What follows belongs to an exercise in optimizing a design on an open flow for small area, a short achievable clock period and few clock cycles; a production flow would make more cautious choices.
Only simulation tests tie the RTL to the original design; equivalence was not proved.
Power and IR drop assume default switching activity.

==> inputs of run P <==
// ycbcrBlockTop
module ycbcrBlockTop (
    input  logic        clk,
    input  logic        rst_n,
    input  logic        enable,
    input  logic [63:0] dataRead,
    output logic [10:0] sramRaddr,
    output logic [10:0] sramWaddr,
    output logic [63:0] dataWrite,
    output logic        wen,
    output logic        valid
);
    logic       busy;
    logic [5:0] cnt;
    logic [2:0] phv;      
    logic [5:0] wbase;    
    logic [1:0] wph;      
    assign sramRaddr = {5'd0, cnt};
    always_ff @(posedge clk) begin
        if (!rst_n) begin
            busy <= 1'b0; cnt <= 6'd0; phv <= 3'b001;
            wen <= 1'b1; valid <= 1'b0; sramWaddr <= 11'd0;
            wbase <= 6'd0; wph <= 2'd0;
        end else begin
            valid <= 1'b0;
            phv <= {phv[1:0], phv[2]};
            if (!busy) begin
                phv <= 3'b001;
                wbase <= 6'd0; wph <= 2'd0;
                if (enable) begin busy <= 1'b1; cnt <= 6'd1; end
            end else begin
                cnt <= cnt + 6'd1;
                if (cnt >= 6'd5 && cnt < 6'd53) begin
                    wen <= 1'b0;
                    case (wph)
                        2'd0: sramWaddr <= {5'd0, wbase + 6'd0};
                        2'd1: sramWaddr <= {5'd0, wbase + 6'd2};
                        2'd2: sramWaddr <= {5'd0, wbase + 6'd1};
                        default: sramWaddr <= {5'd0, wbase};
                    endcase
                    if (wph == 2'd2) begin wph <= 2'd0; wbase <= wbase + 6'd3; end
                    else wph <= wph + 2'd1;
                end else begin
                    wen <= 1'b1;
                end
                if (cnt == 6'd53) valid <= 1'b1;
                if (cnt == 6'd54) begin busy <= 1'b0; cnt <= 6'd0; end
            end
        end
    end
    logic [63:0] P0;
    logic [63:0] P1;
    logic [63:0] P2;
    logic [63:0] P3;
    logic [63:0] P4;
    always_ff @(posedge clk) begin
        P0 <= dataRead;
        P1 <= P0;
        P2 <= P1;
        P3 <= P2;
        P4 <= P3;
    end
  ...
make LEC_CHECK=0 CAP_MARGIN=20 CORE_MARGIN=2 CORE_UTILIZATION=40 CTS_BUF_LIST='sky130_fd_sc_hd__clkbuf_4 sky130_fd_sc_hd__clkbuf_8' CTS_CLUSTER_SIZE=30 SLEW_MARGIN=20 finish   # period 5.0 ns
run.sh (not shown) runs the stock make flow with config.mk's settings and CLKGATE_MAP_FILE= SYNTH_SCRIPT=/design/flow/synth_recipe.tcl, a recipe that flattens the netlist after the stock synthesis.
==> run K (differences from run P) <==
CTS_BUF_LIST = default   (was sky130_fd_sc_hd__clkbuf_4 sky130_fd_sc_hd__clkbuf_8)
CTS_CLUSTER_SIZE = default   (was 30)
SETUP_SLACK_MARGIN = 1.5   (was default)
==> run G (differences from run P) <==
CTS_BUF_LIST = default   (was sky130_fd_sc_hd__clkbuf_4 sky130_fd_sc_hd__clkbuf_8)
CTS_CLUSTER_SIZE = default   (was 30)
==> impl_results.md <==
- First-pass GRT wire length: 135 mm
- Status: no timing/DRC/antenna violations
- Clock Power: 6930 µW
- Clock root cell: clkbuf_16
- Starting DRT DRC Count: 1,966
- Tot GR Track Use: 0.210
- Hold Slack: 0.349 ns
- Met1 wire length: 42.5 mm
- Min Tclk post-route: 3.99 ns
(the above is from run G)
==> impl_results.md <==
- Clock root cell: clkbuf_16
- DR vias: 22.2k
- Met1 wire length: 44.0 mm
- Status: no timing/DRC/antenna violations
- RSZ-0062 raised after global routing: true
- Min Tclk post-route: 3.44 ns
- Starting DRT DRC Count: 2,506
- HP Class: flop to flop
- Hold Slack: 0.343 ns
- Tot GR Track Use: 0.215
- Max frequency: 291 MHz
- Distinct cells, synth: 71
(the above is from run K)
==> impl_results.md <==
- Status: no timing/DRC/antenna violations
- Met1 wire length: 42.4 mm
- Clock root cell: clkbuf_8
- Hold Slack: 0.349 ns
- First-pass GRT wire length: 135 mm
- Min Tclk post-route: 4.01 ns
- Tot GR Track Use: 0.210
(the above is from run P)
Testbench counts of run P, summed over its fixed seeds: cycles 2,640.
Testbench counts of run K, summed over its fixed seeds: cycles 2,640.
Testbench counts of run G, summed over its fixed seeds: cycles 2,640.

* * *

==> indigo: inputs <==
ycbcrBlockTop, a different RTL version from the one above (not shown whole).
==> flow/design.v (excerpt) <==
module ycbcrBlockTop (
    input  logic        clk,
    input  logic        rst_n,
    input  logic        enable,
    input  logic [63:0] dataRead,
    output logic [10:0] sramRaddr,
    output logic [10:0] sramWaddr,
    output logic [63:0] dataWrite,
    output logic        wen,
    output logic        valid
);
export LEC_CHECK = 0
export CAP_MARGIN = 20
export CORE_MARGIN = 2
export CORE_UTILIZATION = 60
export CTS_CLUSTER_DIAMETER = 80
export CTS_CLUSTER_SIZE = 20
export SETUP_SLACK_MARGIN = 2.6
export SLEW_MARGIN = 20
create_clock -name core_clock -period 5.0 [get_ports {clk}]
standard.sh (not shown) runs the stock make flow with config.mk's settings and CLKGATE_MAP_FILE= SYNTH_SCRIPT=/design/flow/synth_recipe.tcl, a recipe that flattens the netlist after the stock synthesis.
==> flow/flow/run.sh <==
#!/bin/bash
# Standard layout, with two changes:
# - between synthesis and floorplan, fixinv.py flips full adders to remove
#   the inverter pairs that Yosys's extract_fa leaves between them (logic
#   unchanged, registers untouched);
# - the port buffers that global placement inserts are buf_2 cells.
set -euo pipefail
R=orfs/results/${FLOW_PLATFORM}/ycbcrBlockTop/base
bash standard.sh synth > synth.log 2>&1
cp $R/1_2_yosys.v $R/1_2_yosys.std.v
python3 flow/fixinv.py $R/1_2_yosys.std.v $R/1_2_yosys.v > fixinv.log 2>&1
rm -f $R/1_synth.odb $R/1_synth.sdc
bash standard.sh "BUFFER_PORTS_ARGS=-buffer_cell sky130_fd_sc_hd__buf_2" finish > layout.log 2>&1
Other scripts of this flow, unchanged in this note and not shown: flow/flow/fixinv.py
==> inputs of xenon, as changes to indigo <==
--- a/flow/design.v
+++ b/flow/design.v
@@ -209,13 +209,13 @@
         y0_s26 <= t_y0_63;
         y0_s27 <= t_y0_65;
         y0_s28 <= t_y0_67;
         y0_s29 <= y0_g[7];
     end
-    logic [7:0] y0_h1;
     logic [15:0] y0_sum;
     assign y0_sum = {1'b0, y0_s14, y0_s13, y0_s12, y0_s11, y0_s10, y0_s9, y0_s8, y0_s7, y0_s6, y0_s5, y0_s4, y0_s3, y0_s2, y0_s1, y0_s0} + {1'b0, y0_s29, y0_s28, y0_s27, y0_s26, y0_s25, y0_s24, y0_s23, y0_s22, y0_s21, y0_s20, y0_s19, y0_s18, y0_s17, y0_s16, y0_s15};
+    logic [7:0] y0_h1;
     assign y0_h1 = y0_sum[15:8];
     logic [7:0] y0_h2;
     logic [7:0] y0_h3;
     always_ff @(posedge clk) begin
         y0_h2 <= y0_h1;
@@ -359,13 +359,13 @@
         y1_s26 <= t_y1_63;
         y1_s27 <= t_y1_65;
         y1_s28 <= t_y1_67;
         y1_s29 <= y1_g[7];
     end
-    logic [7:0] y1_h1;
     logic [15:0] y1_sum;
     assign y1_sum = {1'b0, y1_s14, y1_s13, y1_s12, y1_s11, y1_s10, y1_s9, y1_s8, y1_s7, y1_s6, y1_s5, y1_s4, y1_s3, y1_s2, y1_s1, y1_s0} + {1'b0, y1_s29, y1_s28, y1_s27, y1_s26, y1_s25, y1_s24, y1_s23, y1_s22, y1_s21, y1_s20, y1_s19, y1_s18, y1_s17, y1_s16, y1_s15};
+    logic [7:0] y1_h1;
     assign y1_h1 = y1_sum[15:8];
     logic [7:0] y1_h2;
     logic [7:0] y1_h3;
     always_ff @(posedge clk) begin
         y1_h2 <= y1_h1;
@@ -509,13 +509,13 @@
         y2_s26 <= t_y2_63;
         y2_s27 <= t_y2_65;
         y2_s28 <= t_y2_67;
         y2_s29 <= y2_g[7];
     end
-    logic [7:0] y2_h1;
     logic [15:0] y2_sum;
     assign y2_sum = {1'b0, y2_s14, y2_s13, y2_s12, y2_s11, y2_s10, y2_s9, y2_s8, y2_s7, y2_s6, y2_s5, y2_s4, y2_s3, y2_s2, y2_s1, y2_s0} + {1'b0, y2_s29, y2_s28, y2_s27, y2_s26, y2_s25, y2_s24, y2_s23, y2_s22, y2_s21, y2_s20, y2_s19, y2_s18, y2_s17, y2_s16, y2_s15};
+    logic [7:0] y2_h1;
     assign y2_h1 = y2_sum[15:8];
     logic [7:0] y2_h2;
     logic [7:0] y2_h3;
     always_ff @(posedge clk) begin
         y2_h2 <= y2_h1;
@@ -693,13 +693,13 @@
         cb0_s24 <= t_cb0_105;
         cb0_s25 <= t_cb0_107;
         cb0_s26 <= t_cb0_109;
         cb0_s27 <= t_cb0_111;
     end
-    logic [7:0] cb0_h1;
     logic [15:0] cb0_sum;
     assign cb0_sum = {cb0_s14, cb0_s13, cb0_s12, cb0_s11, cb0_s10, cb0_s9, cb0_s8, cb0_s7, cb0_s6, cb0_s5, cb0_s4, cb0_s3, cb0_s2, cb0_s1, cb0_s0, 1'b1} + {1'b1, cb0_s27, cb0_s26, cb0_s25, cb0_s24, cb0_s23, cb0_s22, cb0_s21, cb0_s20, cb0_s19, cb0_s18, cb0_s17, cb0_s16, cb0_s15, 1'b1, 1'b0};
+    logic [7:0] cb0_h1;
     assign cb0_h1 = ~cb0_sum[15:8];
     logic [7:0] cb0_h2;
     logic [7:0] cb0_h3;
     logic [7:0] cb0_h4;
     always_ff @(posedge clk) begin
@@ -879,13 +879,13 @@
         cb1_s24 <= t_cb1_105;
         cb1_s25 <= t_cb1_107;
         cb1_s26 <= t_cb1_109;
         cb1_s27 <= t_cb1_111;
     end
-    logic [7:0] cb1_h1;
     logic [15:0] cb1_sum;
     assign cb1_sum = {cb1_s14, cb1_s13, cb1_s12, cb1_s11, cb1_s10, cb1_s9, cb1_s8, cb1_s7, cb1_s6, cb1_s5, cb1_s4, cb1_s3, cb1_s2, cb1_s1, cb1_s0, 1'b1} + {1'b1, cb1_s27, cb1_s26, cb1_s25, cb1_s24, cb1_s23, cb1_s22, cb1_s21, cb1_s20, cb1_s19, cb1_s18, cb1_s17, cb1_s16, cb1_s15, 1'b1, 1'b0};
+    logic [7:0] cb1_h1;
     assign cb1_h1 = ~cb1_sum[15:8];
     logic [7:0] cb1_h2;
     logic [7:0] cb1_h3;
     logic [7:0] cb1_h4;
     always_ff @(posedge clk) begin
@@ -1065,13 +1065,13 @@
         cb2_s24 <= t_cb2_105;
         cb2_s25 <= t_cb2_107;
         cb2_s26 <= t_cb2_109;
         cb2_s27 <= t_cb2_111;
     end
-    logic [7:0] cb2_h1;
     logic [15:0] cb2_sum;
     assign cb2_sum = {cb2_s14, cb2_s13, cb2_s12, cb2_s11, cb2_s10, cb2_s9, cb2_s8, cb2_s7, cb2_s6, cb2_s5, cb2_s4, cb2_s3, cb2_s2, cb2_s1, cb2_s0, 1'b1} + {1'b1, cb2_s27, cb2_s26, cb2_s25, cb2_s24, cb2_s23, cb2_s22, cb2_s21, cb2_s20, cb2_s19, cb2_s18, cb2_s17, cb2_s16, cb2_s15, 1'b1, 1'b0};
+    logic [7:0] cb2_h1;
     assign cb2_h1 = ~cb2_sum[15:8];
     logic [7:0] cb2_h2;
     logic [7:0] cb2_h3;
     logic [7:0] cb2_h4;
     always_ff @(posedge clk) begin
@@ -1231,13 +1231,13 @@
         cr0_s26 <= t_cr0_81;
         cr0_s27 <= t_cr0_83;
         cr0_s28 <= t_cr0_85;
         cr0_s29 <= t_cr0_87;
     end
-    logic [7:0] cr0_h1;
     logic [15:0] cr0_sum;
     assign cr0_sum = {cr0_s14, cr0_s13, cr0_s12, cr0_s11, cr0_s10, cr0_s9, cr0_s8, cr0_s7, cr0_s6, cr0_s5, cr0_s4, cr0_s3, cr0_s2, cr0_s1, cr0_s0, 1'b1} + {cr0_s29, cr0_s28, cr0_s27, cr0_s26, cr0_s25, cr0_s24, cr0_s23, cr0_s22, cr0_s21, cr0_s20, cr0_s19, cr0_s18, cr0_s17, cr0_s16, cr0_s15, 1'b0};
+    logic [7:0] cr0_h1;
     assign cr0_h1 = ~cr0_sum[15:8];
     logic [7:0] cr0_h2;
     logic [7:0] cr0_h3;
     logic [7:0] cr0_h4;
     logic [7:0] cr0_h5;
@@ -1399,13 +1399,13 @@
         cr1_s26 <= t_cr1_81;
         cr1_s27 <= t_cr1_83;
         cr1_s28 <= t_cr1_85;
         cr1_s29 <= t_cr1_87;
     end
-    logic [7:0] cr1_h1;
     logic [15:0] cr1_sum;
     assign cr1_sum = {cr1_s14, cr1_s13, cr1_s12, cr1_s11, cr1_s10, cr1_s9, cr1_s8, cr1_s7, cr1_s6, cr1_s5, cr1_s4, cr1_s3, cr1_s2, cr1_s1, cr1_s0, 1'b1} + {cr1_s29, cr1_s28, cr1_s27, cr1_s26, cr1_s25, cr1_s24, cr1_s23, cr1_s22, cr1_s21, cr1_s20, cr1_s19, cr1_s18, cr1_s17, cr1_s16, cr1_s15, 1'b0};
+    logic [7:0] cr1_h1;
     assign cr1_h1 = ~cr1_sum[15:8];
     logic [7:0] cr1_h2;
     logic [7:0] cr1_h3;
     logic [7:0] cr1_h4;
     logic [7:0] cr1_h5;
@@ -1567,13 +1567,13 @@
         cr2_s26 <= t_cr2_81;
         cr2_s27 <= t_cr2_83;
         cr2_s28 <= t_cr2_85;
         cr2_s29 <= t_cr2_87;
     end
-    logic [7:0] cr2_h1;
     logic [15:0] cr2_sum;
     assign cr2_sum = {cr2_s14, cr2_s13, cr2_s12, cr2_s11, cr2_s10, cr2_s9, cr2_s8, cr2_s7, cr2_s6, cr2_s5, cr2_s4, cr2_s3, cr2_s2, cr2_s1, cr2_s0, 1'b1} + {cr2_s29, cr2_s28, cr2_s27, cr2_s26, cr2_s25, cr2_s24, cr2_s23, cr2_s22, cr2_s21, cr2_s20, cr2_s19, cr2_s18, cr2_s17, cr2_s16, cr2_s15, 1'b0};
+    logic [7:0] cr2_h1;
     assign cr2_h1 = ~cr2_sum[15:8];
     logic [7:0] cr2_h2;
     logic [7:0] cr2_h3;
     logic [7:0] cr2_h4;
     logic [7:0] cr2_h5;
==> flow/config.mk (replaced) <==
export PLATFORM = sky130hd
export DESIGN_NAME = ycbcrBlockTop
export DESIGN_NICKNAME = ycbcrBlockTop
export VERILOG_FILES = /design/flow/design.v
export SDC_FILE = /design/flow/constraint.sdc
export NUM_CORES = 4
export LEC_CHECK = 0
export CAP_MARGIN = 20
export CORE_MARGIN = 2
export CORE_UTILIZATION = 40
export SETUP_SLACK_MARGIN = 3.0
export SLEW_MARGIN = 20
==> comparison table <==
metric	indigo	xenon
Result of the run	no timing/DRC/antenna violations	no timing/DRC/antenna violations
First-pass GRT wire length	98380 um	108600 um
Overall power after layout	20850 uW	25120 uW
Estimated wirelength of the detail-placed design	47550 um	50960 um
Final core occ	68.11%	51.42%
Fraction of final layout cells sized beyond drive strength 1	19.45%	34.43%
Tot GR Track Use	24.25%	17.98%
Non-Filler Instances	3284	3786
Switching share of total power	33.86%	32.54%
Met3 wire length	2475 um	2976 um
WP data arrival	3090 ps	3080 ps
Flop2flop setup slack	2390 ps	2420 ps
Relative area of non-clock buffer cells in the final design	3.816%	5.988%
Clock-cell share of area	3.816%	7.449%
Sequential group share of total power	46.1%	39.0%
Antenna violations before repair	2	0
WL met2	30470 um	33370 um
Placed Instances	3143	3495
Max rail drop VDD	0.3396 mV	0.3545 mV
Routed wire length	62970 um	70030 um
Clock buffers created by TritonCTS	47	83
Share of the final layout cell area in multi-input gates	37.94%	36.59%
Clk_skew	26.37 ps	37.73 ps
Testbench counts of indigo, summed over its fixed seeds: cycles 2,736.
Testbench counts of xenon, summed over its fixed seeds: cycles 2,736.

-- port drivers added, routing unchanged --
No port has a modelled driver above. Below, the same layouts with a new extraction and two added sets of constraints.
Step 1 (the two cells are an assumption about what drives the block):
set clk [get_ports {clk}]
set_driving_cell -lib_cell sky130_fd_sc_hd__clkbuf_16 $clk
set_driving_cell -lib_cell sky130_fd_sc_hd__buf_2 [delete_from_list [all_inputs] $clk]
Step 2, shift: input delay + t, output delay - t, t = (earliest + latest rising clock arrival at the registers) / 2. This alone moves slack from input paths to output paths.
Three values: ideal, step 1, step 2; two values: the first two.
run | shift t [ns] | slack for setup (ns) | cell pins on the clock port's net
run P | 0.792 | 0.991 / 0.991 / 0.991 | 1
run K | 0.691 | 1.558 / 1.558 / 0.935 | 1
run G | 0.690 | 1.010 / 1.010 / 1.010 | 1
indigo | 0.666 | 2.390 / 2.390 / 2.390 | 1
xenon | 0.695 | 2.419 / 2.419 / 2.419 | 1
After both steps every run listed still meets setup and hold. For run K, which loses most, drivers alone change the setup slack by 0.000 ns; drivers and shift together by -0.623 ns.
